Background: an optimization exercise with open tools, aiming at small area, a short achievable clock period and few clock cycles. Do not read the settings as production practice.
At most, simulation tests tie the RTL to the original design; equivalence was not proved.
No activity file was given, so power comes from the tool's default toggle rates.

==> module rctw_div, before the edit <==
module rctw_div (
  input  logic                      clk,
  input  logic                      rst_n,
  input  logic                      start,
  input  logic [8:0]                tex_width,
  input  logic [15:0]               line_height,
  input  logic [10:0]               draw_start,    
  input  logic [10:0]               half_height,   
  input  logic                      advance,       
  output logic                      busy,
  output logic                      busy_nxt,
  output logic                      prime,
  output logic [rctw_pkg::POS_W-1:0] position
);
  localparam int PW = rctw_pkg::POS_W;
  logic [4:0]    cnt_r;     
  logic [15:0]   div_r;
  logic [15:0]   rem_r;
  logic [PW-1:0] quo_r;     
  logic [16:0]   off_r;
  logic [PW-1:0] pos_r;
  logic          ph_sum;
  logic          ph_sub;
  logic          ph_div;
  logic          horner;
  logic [16:0]   trial;
  logic [16:0]   diff;
  logic          fits;
  logic [PW-1:0] add_a;
  logic [PW-1:0] add_b;
  logic [PW-1:0] pos_sum;
  logic [4:0] cnt_nxt;
  logic       ph_off;
  assign busy     = (cnt_r != 5'd0);
  assign cnt_nxt  = start ? 5'd1 : (!busy || prime) ? 5'd0 : cnt_r + 5'd1;
  assign busy_nxt = (cnt_nxt != 5'd0);
  assign trial = {rem_r, quo_r[PW-1]};
  assign diff  = trial - {1'b0, div_r};
  assign fits  = ~diff[16];
  always_comb begin
    if (ph_sum) begin
      add_a = {14'd0, draw_start};
      add_b = {10'd0, div_r[15:1]};    
    end else if (ph_sub) begin
      add_a = pos_r;
      add_b = ~{14'd0, half_height};
    end else if (horner) begin
      add_a = {pos_r[PW-2:0], 1'b0};
      add_b = quo_r[0] ? {{(PW-17){off_r[16]}}, off_r} : '0;
    end else begin
      add_a = pos_r;
      add_b = quo_r;
    end
  end
  assign pos_sum = add_a + add_b + {{(PW-1){1'b0}}, ph_sub};
  always_ff @(posedge clk) begin
    if (!rst_n) begin
      cnt_r  <= '0;
      ph_sum <= 1'b0;
      ph_sub <= 1'b0;
      ph_off <= 1'b0;
      ph_div <= 1'b0;
      horner <= 1'b0;
      prime  <= 1'b0;
    end else begin
      cnt_r  <= cnt_nxt;
      ph_sum <= (cnt_nxt == 5'd1);
      ph_sub <= (cnt_nxt == 5'd2);
      ph_off <= (cnt_nxt == 5'd3);
      ph_div <= (cnt_nxt >= 5'd3) && (cnt_nxt <= 5'd27);
      horner <= (cnt_nxt >= 5'd3) && (cnt_nxt <= 5'd28);
      prime  <= (cnt_nxt == 5'd29);
    end
  end
  always_ff @(posedge clk) begin
    if (start) begin
      quo_r <= {tex_width, 16'd0};
    end else if (ph_div) begin
      quo_r <= {quo_r[PW-2:0], fits};
    end
    if (busy || advance) begin
      pos_r <= pos_sum;
    end
  end
  always_ff @(posedge clk) begin
    if (start) begin
      div_r <= (line_height == 16'd0) ? 16'd1 : line_height;
      rem_r <= '0;
    end else if (ph_div) begin
      rem_r <= fits ? diff[15:0] : trial[15:0];
    end
    if (ph_off) begin
      off_r <= pos_r[16:0];
    end
  end
  assign position = pos_r;
endmodule
==> module rctw_ctrl, before the edit <==
module rctw_ctrl (
  input  logic        clk,
  input  logic        rst_n,
  input  logic        start,
  input  logic [23:0] perp,
  input  logic [17:0] dir,
  input  logic [15:0] pos_lo,
  input  logic [8:0]  tex_width,
  input  logic        mirror,
  input  logic        cnt_load,
  input  logic [11:0] cnt_value,
  input  logic        cnt_dec,
  output logic        cnt_one,
  output logic        busy,
  output logic        busy_nxt,
  output logic [7:0]  tex_col
);
  logic [5:0]  st_r;       
  logic [23:0] a_r;
  logic [23:0] m_r;
  logic [17:0] q_r;
  logic [15:0] f_r;
  logic [8:0]  tw_r;
  logic        mir_r;
  logic [5:0]  st_nxt;
  logic        ph_mul_r;
  logic        ph_last_r;    
  logic        ph_frac_r;
  logic        ph_col_r;
  logic        ph_mirr_r;
  logic        bit_en;
  logic        sub;
  logic [23:0] opnd;
  logic [24:0] sum;
  logic [15:0] f_sum;
  assign busy     = (st_r != 6'd0);
  assign st_nxt   = start ? 6'd1 : (!busy || (st_r == 6'd36)) ? 6'd0 : st_r + 6'd1;
  assign busy_nxt = (st_nxt != 6'd0);
  always_ff @(posedge clk) begin
    if (!rst_n) begin
      st_r      <= '0;
      ph_mul_r  <= 1'b0;
      ph_last_r <= 1'b0;
      ph_frac_r <= 1'b0;
      ph_col_r  <= 1'b0;
      ph_mirr_r <= 1'b0;
    end else begin
      st_r      <= st_nxt;
      ph_mul_r  <= (st_nxt >= 6'd1) && (st_nxt <= 6'd18);
      ph_last_r <= (st_nxt == 6'd18);
      ph_frac_r <= (st_nxt == 6'd19);
      ph_col_r  <= (st_nxt >= 6'd20) && (st_nxt <= 6'd35);
      ph_mirr_r <= (st_nxt == 6'd36);
    end
  end
  assign sub    = ph_last_r || ph_mirr_r;
  assign bit_en = (ph_mul_r && q_r[0]) || (ph_col_r && f_r[0]) || ph_mirr_r;
  assign opnd   = bit_en ? (m_r ^ {24{sub}}) : 24'd0;
  assign sum    = {1'b0, a_r} + {1'b0, opnd} + {24'd0, bit_en & sub};
  assign f_sum   = f_r + (busy ? {a_r[13:0], q_r[17:16]} : 16'hFFFF);
  assign cnt_one = (f_r == 16'd1);
  always_ff @(posedge clk) begin
    if (start) begin
      a_r[7:0] <= '0;
    end else if (busy) begin
      if (ph_mul_r || ph_col_r) begin
        a_r[7:0] <= sum[8:1];
      end else if (ph_frac_r) begin
        a_r[7:0] <= '0;
      end else if (ph_mirr_r && mir_r) begin
        a_r[7:0] <= ~sum[7:0];
      end
    end
  end
  always_ff @(posedge clk) begin
    if (start) begin
      a_r[23:8] <= '0;
      m_r       <= perp;
      q_r       <= dir;
      f_r       <= pos_lo;
      tw_r      <= tex_width;
      mir_r     <= mirror;
    end else if (busy) begin
      if (ph_mul_r || ph_col_r) begin
        a_r[23:8] <= sum[24:9];
      end else if (ph_frac_r) begin
        a_r[23:8] <= '0;
      end
      if (ph_mul_r) begin
        q_r <= {sum[0], q_r[17:1]};
      end
      if (ph_frac_r) begin
        f_r <= f_sum;
        m_r <= {15'd0, tw_r};
      end else if (ph_col_r) begin
        f_r <= {1'b0, f_r[15:1]};
      end
    end else if (cnt_load) begin
      f_r <= {4'd0, cnt_value};
    end else if (cnt_dec) begin
      f_r <= f_sum;
    end
  end
  assign tex_col = a_r[7:0];
endmodule
Settings: LEC_CHECK=0, CAP_MARGIN=20, CORE_MARGIN=2, CORE_UTILIZATION=60, SLEW_MARGIN=20; clock period 10.0 ns.
standard.sh (not shown) runs the stock make flow with config.mk's settings and CLKGATE_MAP_FILE= SYNTH_SCRIPT=/design/flow/synth_recipe.tcl, a recipe that flattens the netlist after the stock synthesis.
==> flow/flow/run.sh <==
#!/bin/bash
set -euo pipefail
MARGIN=$(cat flow/margin.txt)
sed -E "s/ SETUP_SLACK_MARGIN=[^ ]*//; s/CLKGATE_MAP_FILE= /CLKGATE_MAP_FILE= SETUP_SLACK_MARGIN=$MARGIN /" standard.sh > standard_margin.sh
grep -q "SETUP_SLACK_MARGIN=$MARGIN " standard_margin.sh
bash standard_margin.sh synth > make_synth.log 2>&1
bash standard_margin.sh finish > make_finish.log 2>&1
test -s out/final.def
==> flow/flow/margin.txt <==
6.5
The starting point ran to the end with no violations.
==> next run, changes <==
--- a/flow/design.v
+++ b/flow/design.v
@@ -46,9 +46,10 @@
   logic [PW-1:0] add_b;
   logic [PW-1:0] pos_sum;
   logic [4:0] cnt_nxt;
   logic       ph_off;
-  assign busy     = (cnt_r != 5'd0);
+  logic       busy_r;
+  assign busy     = busy_r;
   assign cnt_nxt  = start ? 5'd1 : (!busy || prime) ? 5'd0 : cnt_r + 5'd1;
   assign busy_nxt = (cnt_nxt != 5'd0);
   assign trial = {rem_r, quo_r[PW-1]};
   assign diff  = trial - {1'b0, div_r};
@@ -67,20 +68,24 @@
       add_a = pos_r;
       add_b = quo_r;
     end
   end
-  assign pos_sum = add_a + add_b + {{(PW-1){1'b0}}, ph_sub};
+  logic [PW:0] pos_x;
+  assign pos_x   = {add_a, 1'b1} + {add_b, ph_sub};
+  assign pos_sum = pos_x[PW:1];
   always_ff @(posedge clk) begin
     if (!rst_n) begin
       cnt_r  <= '0;
+      busy_r <= 1'b0;
       ph_sum <= 1'b0;
       ph_sub <= 1'b0;
       ph_off <= 1'b0;
       ph_div <= 1'b0;
       horner <= 1'b0;
       prime  <= 1'b0;
     end else begin
       cnt_r  <= cnt_nxt;
+      busy_r <= busy_nxt;
       ph_sum <= (cnt_nxt == 5'd1);
       ph_sub <= (cnt_nxt == 5'd2);
       ph_off <= (cnt_nxt == 5'd3);
       ph_div <= (cnt_nxt >= 5'd3) && (cnt_nxt <= 5'd27);
@@ -148,21 +153,24 @@
   logic        sub;
   logic [23:0] opnd;
   logic [24:0] sum;
   logic [15:0] f_sum;
-  assign busy     = (st_r != 6'd0);
-  assign st_nxt   = start ? 6'd1 : (!busy || (st_r == 6'd36)) ? 6'd0 : st_r + 6'd1;
+  logic        busy_r;
+  assign busy     = busy_r;
+  assign st_nxt   = start ? 6'd1 : (!busy || ph_mirr_r) ? 6'd0 : st_r + 6'd1;
   assign busy_nxt = (st_nxt != 6'd0);
   always_ff @(posedge clk) begin
     if (!rst_n) begin
       st_r      <= '0;
+      busy_r    <= 1'b0;
       ph_mul_r  <= 1'b0;
       ph_last_r <= 1'b0;
       ph_frac_r <= 1'b0;
       ph_col_r  <= 1'b0;
       ph_mirr_r <= 1'b0;
     end else begin
       st_r      <= st_nxt;
+      busy_r    <= busy_nxt;
       ph_mul_r  <= (st_nxt >= 6'd1) && (st_nxt <= 6'd18);
       ph_last_r <= (st_nxt == 6'd18);
       ph_frac_r <= (st_nxt == 6'd19);
       ph_col_r  <= (st_nxt >= 6'd20) && (st_nxt <= 6'd35);
@@ -171,9 +179,11 @@
   end
   assign sub    = ph_last_r || ph_mirr_r;
   assign bit_en = (ph_mul_r && q_r[0]) || (ph_col_r && f_r[0]) || ph_mirr_r;
   assign opnd   = bit_en ? (m_r ^ {24{sub}}) : 24'd0;
-  assign sum    = {1'b0, a_r} + {1'b0, opnd} + {24'd0, bit_en & sub};
+  logic [25:0] sum_x;
+  assign sum_x  = {1'b0, a_r, 1'b1} + {1'b0, opnd, bit_en & sub};
+  assign sum    = sum_x[25:1];
   assign f_sum   = f_r + (busy ? {a_r[13:0], q_r[17:16]} : 16'hFFFF);
   assign cnt_one = (f_r == 16'd1);
   always_ff @(posedge clk) begin
     if (start) begin
- sequential power hardly moves
- clock-buffer cell count does not change
- setup slack gains 91 ps
- power fell by 5.8%
- synthesized area is about the same
- worst hold slack is about the same
- die area barely changes
- via count rose by 3.5%
- routed wire length rose by 8.3%
- combinational power fell by about 8%
- clock skew rose by 7.3 ps
- fmax rose by 2.5%
Function was not checked in any run of this note: the RTL went through the layout flow alone.

* * *

the reference run:
Another version of the RTL of raycast_column_texture_walker_core (not shown whole).
For scale: roughly 3000 cells after synthesis, ~480 flip-flops, roughly 270 I/O pins, ~28000 sq um of cells after synthesis.
clock: 10.0 ns
lec_check: 0
cap_margin: 20
core_margin: 2
core_utilization: 60
slew_margin: 20
Scripts as last shown in full above: flow/flow/run.sh, flow/flow/margin.txt
Testbench counts of the reference run, summed over its fixed seeds: cycles 28,167.
## Diff of input files: the trial run against the reference run
-- flow/design.v --
<<< the reference run, line 419
  logic [21:0] o_addr_r;
  logic [15:0] o_texel_r;
  logic [23:0] o_flat_r;
  logic        o_wall_r;
  logic        o_floor_r;
>>> the trial run, line 419
  logic [21:0] o_addr_r;
  logic [15:0] o_texel_r;
  logic        o_sky_r;
  logic        o_wall_r;
  logic        o_floor_r;
<<< the reference run, line 549
      o_addr_r  <= addr_nxt;
      o_texel_r <= (is_wall && !fresh_r) ? texel : 16'd0;
      o_flat_r  <= is_sky ? sky_color_r : is_wall ? 24'd0 : floor_color_r;
      o_wall_r  <= is_wall;
      o_floor_r <= !is_sky && !is_wall;
>>> the trial run, line 549
      o_addr_r  <= addr_nxt;
      o_texel_r <= (is_wall && !fresh_r) ? texel : 16'd0;
      o_sky_r   <= is_sky;
      o_wall_r  <= is_wall;
      o_floor_r <= !is_sky && !is_wall;
<<< the reference run, line 561
  assign pixel_addr  = o_addr_r;
  assign texel_index = o_texel_r;
  assign flat_color  = o_flat_r;
  assign region      = {o_floor_r, o_wall_r};
  assign texture_id  = o_tsel_r;
>>> the trial run, line 561
  assign pixel_addr  = o_addr_r;
  assign texel_index = o_texel_r;
  assign flat_color  = ({24{o_sky_r}} & sky_color_r) | ({24{o_floor_r}} & floor_color_r);
  assign region      = {o_floor_r, o_wall_r};
  assign texture_id  = o_tsel_r;
--- outcome ---
Share of cell area taken by multi-input logic gates ends up higher on the trial run.
Higher count of clock-net buffers in the final layout among the reference run and the trial run: the trial run
The area overhead of the layout relative to synthesis number comes out higher for the reference run vs the trial run.
From the reference run to the trial run the numbers moved as follows: count of instances resized after the clock tree is built went up; number of filler instances in the final layout dropped 76; share of total power in combinational logic now sits lower; flip-flop and latch count went down; switching power share of the total down 0.34 points.
Looking at via count, the trial run sits 1.3% lower than the reference run does.
On smallest hold slack, the reference run and the trial run are neck and neck.
From the reference run to the trial run the numbers moved as follows: starting density of the core picked up an extra 0.38 points; total global routing track utilization decreased 0.75 points.
No functional check of the RTL was part of the trial run.

* * *

Setup of yarrow:
Another version of the RTL of raycast_column_texture_walker_core (not shown whole).
Size: about 3,000 cells after synthesis, ~480 flip-flops, roughly 28,000 µm² of cells after synthesis.
// raycast_column_texture_walker_core
module raycast_column_texture_walker_core #(
  parameter int FRAC_BITS = 16
) (
  input  logic                             clk,
  input  logic                             rst_n,
  input  logic                             cfg_valid,
  output logic                             cfg_ready,
  input  logic [rctw_pkg::CFG_IDX_W-1:0]   cfg_index,
  input  logic [rctw_pkg::CFG_DATA_W-1:0]  cfg_data,
  input  logic                             in_tvalid,
  output logic                             in_tready,
  input  logic [rctw_pkg::IN_TDATA_W-1:0]  in_tdata,
  input  logic                             in_tuser,
  output logic                             out_tvalid,
  input  logic                             out_tready,
  output logic [rctw_pkg::OUT_TDATA_W-1:0] out_tdata,
  output logic [rctw_pkg::OUT_TUSER_W-1:0] out_tuser,
  output logic                             out_tlast
);
  logic [21:0] pixel_addr;
  logic [15:0] texel_index;
  logic [23:0] flat_color;
  logic [1:0]  region;
  logic [1:0]  texture_id;
  assign cfg_ready = 1'b1;
  rctw_datapath u_dp (
  ...
==> flow/config.mk <==
export PLATFORM = sky130hd
export DESIGN_NAME = raycast_column_texture_walker_core
export DESIGN_NICKNAME = raycast_column_texture_walker_core
export VERILOG_FILES = /design/flow/design.v
export SDC_FILE = /design/flow/constraint.sdc
export NUM_CORES = 4
export LEC_CHECK = 0
export CAP_MARGIN = 20
export CORE_MARGIN = 2
export CORE_UTILIZATION = 60
export SLEW_MARGIN = 20
==> flow/constraint.sdc <==
create_clock -name core_clock -period 10.0 [get_ports {clk}]
set_input_delay 2.0000 -clock core_clock [delete_from_list [all_inputs] [get_ports {clk}]]
set_output_delay 2.0000 -clock core_clock [all_outputs]
set_load 0.01 [all_outputs]
==> flow/flow/run.sh <==
#!/bin/bash
# Standard layout (the standard.sh: standard synthesis, ORFS floorplan to
# finish, same SDC), with two make settings added on its command line:
#  * BUFFER_PORTS_ARGS from flow/ports.txt: the cell buffer_ports puts on every
#    input and output port (it still buffers every port).
# Each make run's full output goes to its own log here.
set -euo pipefail
MARGIN=$(cat flow/margin.txt)
PORTBUF=$(cat flow/ports.txt)
sed -E "s/ SETUP_SLACK_MARGIN=[^ ]*//; s/CLKGATE_MAP_FILE= /CLKGATE_MAP_FILE= SETUP_SLACK_MARGIN=$MARGIN 'BUFFER_PORTS_ARGS=-buffer_cell $PORTBUF' /" standard.sh > standard_margin.sh
grep -q "SETUP_SLACK_MARGIN=$MARGIN " standard_margin.sh
bash standard_margin.sh synth > make_synth.log 2>&1
bash standard_margin.sh finish > make_finish.log 2>&1
test -s out/final.def
==> flow/flow/ports.txt <==
sky130_fd_sc_hd__buf_2
Scripts as last shown in full above: flow/flow/margin.txt
What garnet does differently from yarrow at the input level:
diff --git a/flow/design.v b/flow/design.v
--- a/flow/design.v
+++ b/flow/design.v
@@ -587,30 +587,30 @@
   always_ff @(posedge clk) begin
     if (cs_load) begin
       cs_s_r <= l4s;
       cs_c_r <= l4c;
     end
     if (advance || prime) begin
       u_r <= tex_pos[24:16];
     end
   end
   always_ff @(posedge clk) begin
-    if (fire) begin
+    if (fire || (ff_begin && !rc_zero) || ff_step) begin
       o_addr_r  <= addr_nxt;
+    end
+    if (!o_valid_r || out_ready) begin
       o_texel_r <= (is_wall && !fresh_r) ? texel : 16'd0;
       o_flat_r  <= is_sky ? sky_color_r : is_wall ? 24'd0 : floor_color_r;
       o_wall_r  <= is_wall;
       o_floor_r <= !is_sky && !is_wall;
       o_tsel_r  <= tsel_r;
       o_last_r  <= last_eq;
-    end else if ((ff_begin && !rc_zero) || ff_step) begin
-      o_addr_r  <= addr_nxt;
     end
   end
   assign out_valid   = o_valid_r;
   assign pixel_addr  = o_addr_r;
   assign texel_index = o_texel_r;
   assign flat_color  = o_flat_r;
   assign region      = {o_floor_r, o_wall_r};
   assign texture_id  = o_tsel_r;
   assign last_row    = o_last_r;
 endmodule
## What came out
In garnet the multi-input combinational gate total turned out 30 higher than in yarrow. Side by side, path length in cells of the critical path turned out lower in garnet than in yarrow. [compare] base=yarrow new=garnet: total via count in the routed design went up 2.3%; synthesized cell count went up 0.85%; floorplan row count went up 1.3%; clock network area share went down 0.65 points; core occupancy in the finished layout held. Relative to yarrow, garnet improves setup slack. Number of global-route vias before repair ends up higher on garnet.
Function was not checked in any run of this note: the RTL went through the layout flow alone.

-- afterwards: timing with drivers on the ports --
In the flow no input, the clock included, has a driving cell. The finished layouts below were timed again as built, in two steps. Step 1 sets driving cells, clkbuf_16 on the clock port and buf_2 on the other inputs (assumed; they add their load-dependent delay and slew). Step 2 also shifts input and output timing later by t, the mid clock arrival at the registers, as if the neighbouring blocks saw the same clock. a / b / c = ideal ports / drivers / drivers and shift; a / b = the first two.
run	t, ns	slack for setup (ns)	cell pins on the clock port's net
the first run of note 1	0.663	6.320 / 6.320 / 5.952	1
the second run of note 1	0.666	6.411 / 6.411 / 5.891	1
the reference run	0.651	6.338 / 6.338 / 5.916	1
the trial run	0.656	6.304 / 6.244 / 5.751	1
yarrow	0.665	6.466 / 6.466 / 5.921	1
garnet	0.664	6.485 / 6.505 / 5.841	1
After both steps every run listed still meets setup and hold. The setup slack of garnet, which loses most, moves by +0.020 ns with the drivers and by -0.644 ns with both steps.
